Source: an optimization exercise on an open RTL-to-GDS flow (aim: small area, a short achievable clock period and few clock cycles per item). Production flows keep margins and buffers that such runs may drop.
The RTL was checked by simulation tests, not by an equivalence proof against the original design.
The clock cells of run 2 come from the design's own scripts or RTL, not from TritonCTS.
The flow treats the clock pin as an ideal source. Dropping or thinning the clock tree relies on that and would not hold on a real chip.

==> flow/design.v, too long to show whole: its modules and the start of the top module <==
// module basemul_s1: 2712 lines
// module basemul_s2: 1913 lines
// module basemul_s3: 99 lines
// module poly_basemul_ctrl: 90 lines
module poly_basemul_ctrl
#(
  parameter int unsigned N_PAIRS = KYBER_N_PAIRS,
  parameter int unsigned ADDR_W  = PAIR_ADDR_W
) (
  input  logic              clk,
  input  logic              rst,
  input  logic              start,
  input  logic              acc_en,
  output logic              busy,
  output logic              done,
  output logic [ADDR_W-1:0] rd_addr,
  output logic              rd_en,
  input  logic [23:0]       a_rdata,
  input  logic [23:0]       b_rdata,
  input  logic [11:0]       g_rdata,
  input  logic [23:0]       c_rdata,
  output logic              wr_en,
  output logic [ADDR_W-1:0] wr_addr,
  output logic [23:0]       wr_data
);
  // ...
==> flow/flow/run.sh <==
#!/bin/bash
# Own layout flow: the standard layout with two changes.
# 1. Yosys's synth command runs without its internal "abc -fast" pass, so that the
#    explicit full-adder trees of the RTL reach extract_fa unchanged (fewer inverters
#    around the adder cells). Registers, their names and cell types are unchanged.
# 2. The port buffers that global placement inserts are buf_1 cells instead of the
#    default delay buffers; after the placement resizer, flow/upsize_outputs.tcl gives
#    the output ports buf_2 buffers and their flip-flops drive strength 4.
set -euo pipefail
W=$(pwd)
sed 's/yosys synth -nofsm -noshare /yosys synth -nofsm -noshare -noabc /' synth_recipe.tcl > own_synth.tcl
grep -q -- '-noabc' own_synth.tcl
sed "s|SYNTH_SCRIPT=[^ ]*synth_recipe.tcl|SYNTH_SCRIPT=$W/own_synth.tcl|" standard.sh > own_standard.sh
grep -q 'own_synth.tcl' own_standard.sh
bash own_standard.sh "BUFFER_PORTS_ARGS=-buffer_cell sky130_fd_sc_hd__buf_1" "POST_RESIZE_TCL=$W/flow/upsize_outputs.tcl" finish > own_flow.log 2>&1
==> flow/flow/upsize_outputs.tcl <==
# Hook run after the placement resizer (POST_RESIZE_TCL): each output port's buffer
# becomes buf_2, and the flip-flop that drives that buffer gets a stronger drive
# (same function, drive strength 4), so the output paths settle sooner.
set block [ord::get_db_block]
set n 0
foreach bterm [$block getBTerms] {
  if {[$bterm getIoType] != "OUTPUT"} { continue }
  set net [$bterm getNet]
  if {$net == "NULL"} { continue }
  foreach it [$net getITerms] {
    if {![$it isOutputSignal]} { continue }
    set buf [$it getInst]
    set bm [[$buf getMaster] getName]
    if {[regexp {^sky130_fd_sc_hd__buf_1$} $bm]} {
      replace_cell [$buf getName] sky130_fd_sc_hd__buf_2
      incr n
    }
    set a [$buf findITerm A]
    if {$a == "NULL"} { continue }
    set inet [$a getNet]
    if {$inet == "NULL"} { continue }
    foreach it2 [$inet getITerms] {
      if {![$it2 isOutputSignal]} { continue }
      set ff [$it2 getInst]
      set fm [[$ff getMaster] getName]
      if {[regexp {^(sky130_fd_sc_hd__(dfrtp|dfxtp|dfstp))_[12]$} $fm -> base]} {
        replace_cell [$ff getName] ${base}_4
        incr n
      }
    }
  }
}
puts "upsize_outputs: replaced $n cells"
==> flow/standard.sh <==
#!/bin/bash
# synth_recipe.tcl (not shown) runs the flow's synth.tcl, then flattens the netlist and writes it again
# the make line also repeats each setting of config.mk as NAME=value (left out here)
make -C /OpenROAD-flow-scripts/flow DESIGN_CONFIG=/design/flow/config.mk WORK_HOME=/design/flow/orfs CLKGATE_MAP_FILE= SYNTH_SCRIPT=/design/flow/synth_recipe.tcl "${@:-finish}"
==> flow/config.mk <==
export PLATFORM = sky130hd
export DESIGN_NAME = poly_basemul_ctrl
export DESIGN_NICKNAME = poly_basemul_ctrl
export VERILOG_FILES = /design/flow/design.v
export SDC_FILE = /design/flow/constraint.sdc
export NUM_CORES = 4
export LEC_CHECK = 0
export CAP_MARGIN = 20
export CORE_MARGIN = 2
export CORE_UTILIZATION = 40
export CTS_BUF_LIST = sky130_fd_sc_hd__clkbuf_16
export CTS_CLUSTER_DIAMETER = 100
export CTS_CLUSTER_SIZE = 30
export SLEW_MARGIN = 20
==> flow/constraint.sdc <==
create_clock -name core_clock -period 52.0 [get_ports {clk}]
set_input_delay 10.4000 -clock core_clock [delete_from_list [all_inputs] [get_ports {clk}]]
set_output_delay 10.4000 -clock core_clock [all_outputs]
set_load 0.01 [all_outputs]
==> out/results.tsv, run 1 <==
metric	value	unit
outcome	no timing/DRC/antenna violations	
worstHoldPathCells	0	
clkCellAreaFrac	1.72	%
crit_cells	1	
drv_slew	0	
yosysMostFrequentCell	fa_1	
crit_path_start	rd_en	
dominant_cells	multi-input combinational cells	
synth-xor-area-share	1.92	%
place_inst	3692	
max_stage_delay	0.54	ns
place_area	0.0313	mm²
path_class	reg2out	
grt_use_met1	27.4	%
fillers	6798	
grt_pass1_wl	130000	µm
fin_nets	3831	
period_needed	11.64	ns
seq_area_frac_synth	16.0	%
ctsHoldBuffers	0	
final-setup-viol-count	0	
whs	0.329	ns
slowest_stage	dfrtp_4	
drt-wirelength-per-cell	21.7	µm
ant_nets	0	
crit_required	41.60	ns
cp_cell_sequence	buf_2	
cap_violations	0	
grt_max_degree	31	
fin_util	43.6	%
yosysWarnings	1	
final_cells	3718	
grt_pass1_vias	23100	
viasPerCell	5.39	
synth_fa_ha_area_share	61.8	%
core	0.0732	mm²
numCtsBuffers	15	
ctsResizeCount	0	
reg2reg_to	z0_q[13]	
synthMuxAreaShare	0.105	%
critPathBufInv	1	
max_freq	0.0859	GHz
final_common_cell	fa_1	
Testbench counts, summed over its fixed seeds: cycles 6,480, jobs 48.
==> module poly_basemul_ctrl, before the edit <==
module poly_basemul_ctrl
#(
  parameter int unsigned N_PAIRS = KYBER_N_PAIRS,
  parameter int unsigned ADDR_W  = PAIR_ADDR_W
) (
  input  logic              clk,
  input  logic              rst,
  input  logic              start,
  input  logic              acc_en,
  output logic              busy,
  output logic              done,
  output logic [ADDR_W-1:0] rd_addr,
  output logic              rd_en,
  input  logic [23:0]       a_rdata,
  input  logic [23:0]       b_rdata,
  input  logic [11:0]       g_rdata,
  input  logic [23:0]       c_rdata,
  output logic              wr_en,
  output logic [ADDR_W-1:0] wr_addr,
  output logic [23:0]       wr_data
);
  localparam logic [ADDR_W-1:0] LAST_K = ADDR_W'(N_PAIRS - 1);
  logic acc_q;
  logic v1, v2, v3, v4;
  always_ff @(posedge clk or posedge rst) begin
    if (rst) begin
      acc_q   <= 1'b0;
      busy    <= 1'b0;
      done    <= 1'b0;
      rd_en   <= 1'b0;
      v1      <= 1'b0;
      v2      <= 1'b0;
      v3      <= 1'b0;
      v4      <= 1'b0;
      wr_en   <= 1'b0;
    end else begin
      done <= 1'b0;
      if (start && !busy && !done) begin
        acc_q <= acc_en;
        busy  <= 1'b1;
        rd_en <= 1'b1;
      end
      if (rd_en && rd_addr == LAST_K) rd_en <= 1'b0;
      v1    <= rd_en;
      v2    <= v1;
      v3    <= v2;
      v4    <= v3;
      wr_en <= v4;
      if (wr_en && wr_addr == LAST_K) begin
        busy <= 1'b0;
        done <= 1'b1;
      end
    end
  end
  always_ff @(posedge clk) begin
    if (start && !busy && !done) begin
      rd_addr <= '0;
      wr_addr <= '0;
    end else begin
      if (rd_en) rd_addr <= rd_addr + ADDR_W'(1);
      if (wr_en) wr_addr <= wr_addr + ADDR_W'(1);
    end
  end
  logic [23:0] a_n_q, b_n_q, c_q;
  logic [11:0] g_n_q, g_n_q2, a0_n_q2, b0_n_q2, c0_q2;
  logic [13:0] t, t_n_q;
  logic [14:0] z1, z1_q, z0, z0_q;
  logic [11:0] c1, c1_q, c0;
  logic [23:0] ca;
  always_comb ca = acc_q ? c_q : 24'd0;
  basemul_s1 u_s1 (.an(a_n_q), .bn(b_n_q), .c(ca), .t(t), .z1(z1));
  basemul_s2 u_s2 (.gn(g_n_q2), .tn(t_n_q), .a0n(a0_n_q2), .b0n(b0_n_q2), .c0(c0_q2),
                   .z1(z1_q), .z0(z0), .c1(c1));
  basemul_s3 u_s3 (.z0(z0_q), .c0(c0));
  always_ff @(posedge clk) begin
    a_n_q   <= ~a_rdata;
    b_n_q   <= ~b_rdata;
    g_n_q   <= ~g_rdata;
    c_q     <= c_rdata;
    g_n_q2  <= g_n_q;
    a0_n_q2 <= a_n_q[11:0];
    b0_n_q2 <= b_n_q[11:0];
    c0_q2   <= ca[11:0];
    t_n_q   <= ~t;
    z1_q    <= z1;
    z0_q    <= z0;
    c1_q    <= c1;
    wr_data <= {c1_q, c0};
  end
endmodule
==> run 2, diff against run 1 <==
--- a/flow/design.v
+++ b/flow/design.v
@@ -4754,44 +4754,42 @@
   localparam logic [ADDR_W-1:0] LAST_K = ADDR_W'(N_PAIRS - 1);
   logic acc_q;
   logic v1, v2, v3, v4;
+  logic rd_on_n;    
+  logic last_wr;    
+  logic start_ok;
+  always_comb start_ok = start && !busy && !done;
   always_ff @(posedge clk or posedge rst) begin
     if (rst) begin
-      acc_q   <= 1'b0;
       busy    <= 1'b0;
       done    <= 1'b0;
       rd_en   <= 1'b0;
+      rd_on_n <= 1'b1;
       v1      <= 1'b0;
       v2      <= 1'b0;
       v3      <= 1'b0;
       v4      <= 1'b0;
       wr_en   <= 1'b0;
+      last_wr <= 1'b0;
     end else begin
-      done <= 1'b0;
-      if (start && !busy && !done) begin
-        acc_q <= acc_en;
-        busy  <= 1'b1;
-        rd_en <= 1'b1;
-      end
-      if (rd_en && rd_addr == LAST_K) rd_en <= 1'b0;
-      v1    <= rd_en;
-      v2    <= v1;
-      v3    <= v2;
-      v4    <= v3;
-      wr_en <= v4;
-      if (wr_en && wr_addr == LAST_K) begin
-        busy <= 1'b0;
-        done <= 1'b1;
-      end
+      rd_en   <= start_ok || (!rd_on_n && rd_addr != LAST_K);
+      rd_on_n <= !(start_ok || (!rd_on_n && rd_addr != LAST_K));
+      v1      <= !rd_on_n;
+      v2      <= v1;
+      v3      <= v2;
+      v4      <= v3;
+      wr_en   <= v4;
+      last_wr <= v4 && wr_addr == LAST_K - ADDR_W'(1);
+      busy    <= start_ok || (busy && !last_wr);
+      done    <= last_wr;
     end
   end
+  always_ff @(posedge clk or posedge rst) begin
+    if (rst) acc_q <= 1'b0;
+    else if (!busy) acc_q <= acc_en;
+  end
   always_ff @(posedge clk) begin
-    if (start && !busy && !done) begin
-      rd_addr <= '0;
-      wr_addr <= '0;
-    end else begin
-      if (rd_en) rd_addr <= rd_addr + ADDR_W'(1);
-      if (wr_en) wr_addr <= wr_addr + ADDR_W'(1);
-    end
+    rd_addr <= rd_on_n ? '0 : rd_addr + ADDR_W'(1);
+    wr_addr <= v4 ? wr_addr + ADDR_W'(1) : LAST_K;
   end
   logic [23:0] a_n_q, b_n_q, c_q;
   logic [11:0] g_n_q, g_n_q2, a0_n_q2, b0_n_q2, c0_q2;
==> flow/flow/run.sh (replaced) <==
#!/bin/bash
# Own layout flow: the standard layout with three changes.
# 1. Yosys's synth command runs without its internal "abc -fast" pass, so that the
#    explicit full-adder trees of the RTL reach extract_fa unchanged (fewer inverters
#    around the adder cells). Registers, their names and cell types are unchanged.
# 2. The port buffers that global placement inserts are buf_1 cells instead of the
#    default delay buffers; after the placement resizer, flow/upsize_outputs.tcl gives
#    the output ports buf_2 buffers and their flip-flops drive strength 4.
# 3. The clock tree is flow/manual_cts.tcl's balanced two-level tree (sourced before
#    CTS, in place of TritonCTS), which is shallower than TritonCTS's three levels.
set -euo pipefail
W=$(pwd)
sed 's/yosys synth -nofsm -noshare /yosys synth -nofsm -noshare -noabc /' synth_recipe.tcl > own_synth.tcl
grep -q -- '-noabc' own_synth.tcl
sed "s|SYNTH_SCRIPT=[^ ]*synth_recipe.tcl|SYNTH_SCRIPT=$W/own_synth.tcl|" standard.sh > own_standard.sh
grep -q 'own_synth.tcl' own_standard.sh
bash own_standard.sh "BUFFER_PORTS_ARGS=-buffer_cell sky130_fd_sc_hd__buf_1" "POST_RESIZE_TCL=$W/flow/upsize_outputs.tcl" "PRE_CTS_TCL=$W/flow/manual_cts.tcl" finish > own_flow.log 2>&1
==> flow/flow/manual_cts.tcl (new file) <==
# Hook sourced before CTS (PRE_CTS_TCL). It replaces TritonCTS's clock tree with a
# balanced two-level tree: the clock port drives four clkbuf_16 buffers (one per
# quarter of the flip-flops, split by position: halves by x, then each half by y),
# and each of these drives four clkbuf_16 buffers, one per quarter of its quarter
# (again halves by x, then by y).
# Every register gets its clock through the same two buffer kinds with about the
# same load, so the tree is balanced; it is just shallower than TritonCTS's.
rename clock_tree_synthesis tritoncts_clock_tree_synthesis
proc mcts_split {items idx parts} {
  set s [lsort -integer -index $idx $items]
  set n [llength $s]
  set out {}
  for {set i 0} {$i < $parts} {incr i} {
    set a [expr {($n * $i) / $parts}]
    set b [expr {($n * ($i + 1)) / $parts - 1}]
    lappend out [lrange $s $a $b]
  }
  return $out
}
proc mcts_center {items} {
  set sx 0; set sy 0
  foreach s $items { incr sx [lindex $s 1]; incr sy [lindex $s 2] }
  set n [llength $items]
  return [list [expr {$sx / $n}] [expr {$sy / $n}]]
}
proc mcts_buffer {block master name innet items} {
  set buf [odb::dbInst_create $block $master $name]
  set net [odb::dbNet_create $block "net_$name"]
  $net setSigType CLOCK
  [$buf findITerm A] connect $innet
  [$buf findITerm X] connect $net
  foreach s $items {
    set it [lindex $s 0]
    $it disconnect
    $it connect $net
  }
  set c [mcts_center $items]
  $buf setLocation [lindex $c 0] [lindex $c 1]
  $buf setPlacementStatus PLACED
  return [list [[$buf findITerm A] getNet] $buf $c]
}
proc clock_tree_synthesis {args} {
  set db [ord::get_db]
  set block [ord::get_db_block]
  set clknet [$block findNet clk]
  set top [$db findMaster sky130_fd_sc_hd__clkbuf_16]
  set leaf [$db findMaster sky130_fd_sc_hd__clkbuf_16]
  set sinks {}
  foreach it [$clknet getITerms] {
    set bb [[$it getInst] getBBox]
    lappend sinks [list $it [expr {([$bb xMin] + [$bb xMax]) / 2}] [expr {([$bb yMin] + [$bb yMax]) / 2}]]
  }
  set q 0
  foreach half [mcts_split $sinks 1 2] {
    foreach quarter [mcts_split $half 2 2] {
      # level 1 buffer first, connected to clk; its load is set below
      set l1 [odb::dbInst_create $block $top "clkbuf_man_$q"]
      set l1net [odb::dbNet_create $block "net_clkbuf_man_$q"]
      $l1net setSigType CLOCK
      [$l1 findITerm A] connect $clknet
      [$l1 findITerm X] connect $l1net
      set leafs {}
      set j 0
      foreach col [mcts_split $quarter 1 2] {
        foreach part [mcts_split $col 2 2] {
          set r [mcts_buffer $block $leaf "clkbuf_man_${q}_$j" $l1net $part]
          set c [lindex $r 2]
          lappend leafs [list [[lindex $r 1] findITerm A] [lindex $c 0] [lindex $c 1]]
          puts "manual_cts: clkbuf_man_${q}_$j drives [llength $part] clock pins"
          incr j
        }
      }
      set c [mcts_center $leafs]
      $l1 setLocation [lindex $c 0] [lindex $c 1]
      $l1 setPlacementStatus PLACED
      incr q
    }
  }
  set_propagated_clock [all_clocks]
}
--- a/flow/config.mk
+++ b/flow/config.mk
@@ -8,7 +8,4 @@
 export CAP_MARGIN = 20
 export CORE_MARGIN = 2
 export CORE_UTILIZATION = 40
-export CTS_BUF_LIST = sky130_fd_sc_hd__clkbuf_16
-export CTS_CLUSTER_DIAMETER = 100
-export CTS_CLUSTER_SIZE = 30
 export SLEW_MARGIN = 20
==> run 2 against run 1 <==
Net effect: synthesized cell count grew 0.96%; via count up 1.6%.
==> out/results.tsv, run 2 <==
metric	value	unit	change
outcome	no timing/DRC/antenna violations		
fin_nets	3855		+0.63%
cap_violations	0		unchanged
syn_area	0.0298	mm²	
slowest_stage	dfrtp_4		
synth_top_area_cell	fa_1		
core	0.0741	mm²	+1.2%
drt-wirelength-per-cell	21.9	µm	+0.75%
cp_top_family	flip-flops		
cp.arrival	0.93	ns	
hpwl	62900	µm	
die_h	277	µm	
crit_path_end_kind	output pin		
final_common_cell	fa_1		
grt_pass1_wl	129000	µm	-0.43%
place_area	0.0315	mm²	+0.36%
period_needed	11.33	ns	-0.306 ns
viasPerCell	5.44		+0.92%
yosysWarnings	1		unchanged
cts_setup_buffers	0		
reg2reg_to	z0_q[11]		
syn-num-nets	3803		
num_vias	20300		
clock_latency	0.33	ns	
synth.avg_cell_area	11.0	µm²	
crit_required	41.60	ns	about the same
grt_overflow_total	0		
rr_worst_depth	28		
antenna_found_initial	1		
rows	100		
synth_edf_count	0		
synth-async-reset-ratio	4.64	%	
grt_use_met1	28.5	%	+1.0 points
cp_cell_sequence	buf_2		
path_max_fanout	3		
seq_area_frac_synth	16.1	%	+0.084 points
drc	0		
grt_pass1_vias	23100		+0.23%
synth_common_cells	fa_1 (787), nor2_1 (771), inv_1 (233)		
die-area	0.0768	mm²	
fin_util	43.2	%	-0.42 points
initial_core_util	40.3	%	
clock_skew	0.0312	ns	
critPathBufInv	1		unchanged
max_freq	0.0883	GHz	+2.7%
hold_start	g_n_q[11]		
firstDrtPassIters	5		
fillers	6988		+2.8%
ios	130		
synthFlopType	dfxtp_1		
final_cell_mix	fa_1 (787), nor2_1 (771), inv_1 (233)		
path_clk_slew	0.08	ns	
slew_headroom	31.9	%	
r2r_start	g_n_q2[10]		
grt_use_met3	3.58	%	
rsz0062_at_grt	no		
hold_viol	0		
synth_top_cell_area_share	52.8	%	
final_area	0.0320	mm²	
fin_crit_sh	21.8	%	
yosysMostFrequentCell	fa_1		
grt_max_degree	25		-19%
grt_util_met2	36.7	%	
grt-busiest-layer	met2		
area_growth	7.17	%	
drtIter0Drc	1281		
synth_cells	2722		
yosysUniqueCellTypes	67		
path_class	reg2out		
worst_pin_slew	1.02	ns	
totalWireLength	81900	µm	
worstHoldEndpoint	g_n_q2[11]		
final-setup-viol-count	0		unchanged
ant_nets	0		unchanged
ctsResizeCount	0		unchanged
crit_path_start_kind	flip-flop		
min_path_type	reg2reg		
max_stage_delay	0.48	ns	-0.06 ns
die_w	277	µm	
ctsHoldBuffers	0		unchanged
drive_gt1_share	5.19	%	
worstHoldPathCells	0		unchanged
whs	0.314	ns	-0.0146 ns
ff2ff_setup_slack	41.30	ns	
synth_area_leaders	fa_1 (53%), dfxtp_1 (15%), nor2_1 (9.7%)		
gp_congestion	0.906		
portBuffers	129		
tns	0	ns	
crit_path_start	busy		
ys_ff_latch	237		
drv_slew	0		unchanged
grt_usage	21.7	%	
==> run 2: changes by cell type after synthesis, moves of 5 or more <==
cell	change
nand3_1	+5
inv_1	+10
o21ai_1	+6
a21o_1	-13
==> run 2: metal layers <==
layer,share of wire [%],vias to the layer above
li1,-,8418
met1,40,10800
met2,49,969
met3,7.5,193
met4,3.6,0
met5,0,-
==> run 2: cells by family after synthesis <==
logic type | Yosys count | synth area share, %
fa+ha+maj | 993 | 61.5
simple gates | 897 | 12.1
buf+inv | 360 | 4.53
flops | 237 | 16.1
compound gates | 170 | 3.91
xor+xnor | 64 | 1.88
mux | 1 | 0.0378
==> run 2: cell type report <==
class | instances | area (µm²) | area share (%)
Sequential cell | 237 | 4960 | 15.5
Timing Repair Buffer | 156 | 739 | 2.31
Tap cell | 969 | 1210 | 3.79
Antenna cell | 1 | 2.50 | 0.00783
Buffer | 20 | 500 | 1.57
Multi-Input combinational cell | 2125 | 23700 | 74.1
Inverter | 234 | 878 | 2.75
==> run 2: worst max path at each step <==
stage               cells past startpoint         end
detailed placement                      1        busy
finish                                  1        busy
CTS                                     1        busy
global placement                        1  wr_addr[2]
floorplan                               0  rd_addr[2]
global route                            1        busy
==> run 2: metrics by stage <==
stage                     worst slack [ns]  cells
after floorplan                      41.19   2722
after global placement               41.02   3721
after detailed placement             41.00   3721
after CTS                            40.65   3741
after global routing                 40.63   3741
final                                40.67   3742
==> run 2: worst register-to-register path, delay by kind of cell (launching register included) <==
family / cells / cell delay [ns]
AOI/OAI and AO/OA: 5 / 1.58
xor gates and xnor gates: 2 / 0.53
adders and majority gates: 14 / 6.80
buffers and inverters: 4 / 0.42
DFF: 1 / 0.82
and+or+nand+nor: 3 / 0.41
Testbench counts of run 2, summed over its fixed seeds: cycles 6,480, jobs 48.

## static timing again, ports no longer ideal
No port has a modelled driver above. Below, the same layouts with a new extraction and two added sets of constraints.
Step 1 sets driving cells, clkbuf_16 on the clock port and buf_2 on the other inputs (assumed; they add their load-dependent delay and slew).
Step 2 adds t to the input delays and takes it off the output delays; t is the mean of the earliest and latest rising clock arrival at the registers after step 1. Input paths then give back, and output paths get back, about the clock's delay inside the block.
Three values: no drivers, after step 1, after step 2; two values: the first two.
run	t (ns)	setup WS [ns]	hold slack, ns	latest minus earliest clock arrival (ns)	worst slew at a driven data input, ns
run 1	0.601	40.363 / 40.305 / 40.245	0.329 / 0.329 / 0.329	0.029 / 0.029	0.04
run 2	0.454	40.669 / 40.530 / 40.983	0.314 / 0.314 / 0.314	0.032 / 0.033	0.05
After both steps setup and hold are still met in every run listed. The setup slack of run 1, which loses most, moves by -0.058 ns with the drivers and by -0.118 ns with both steps.
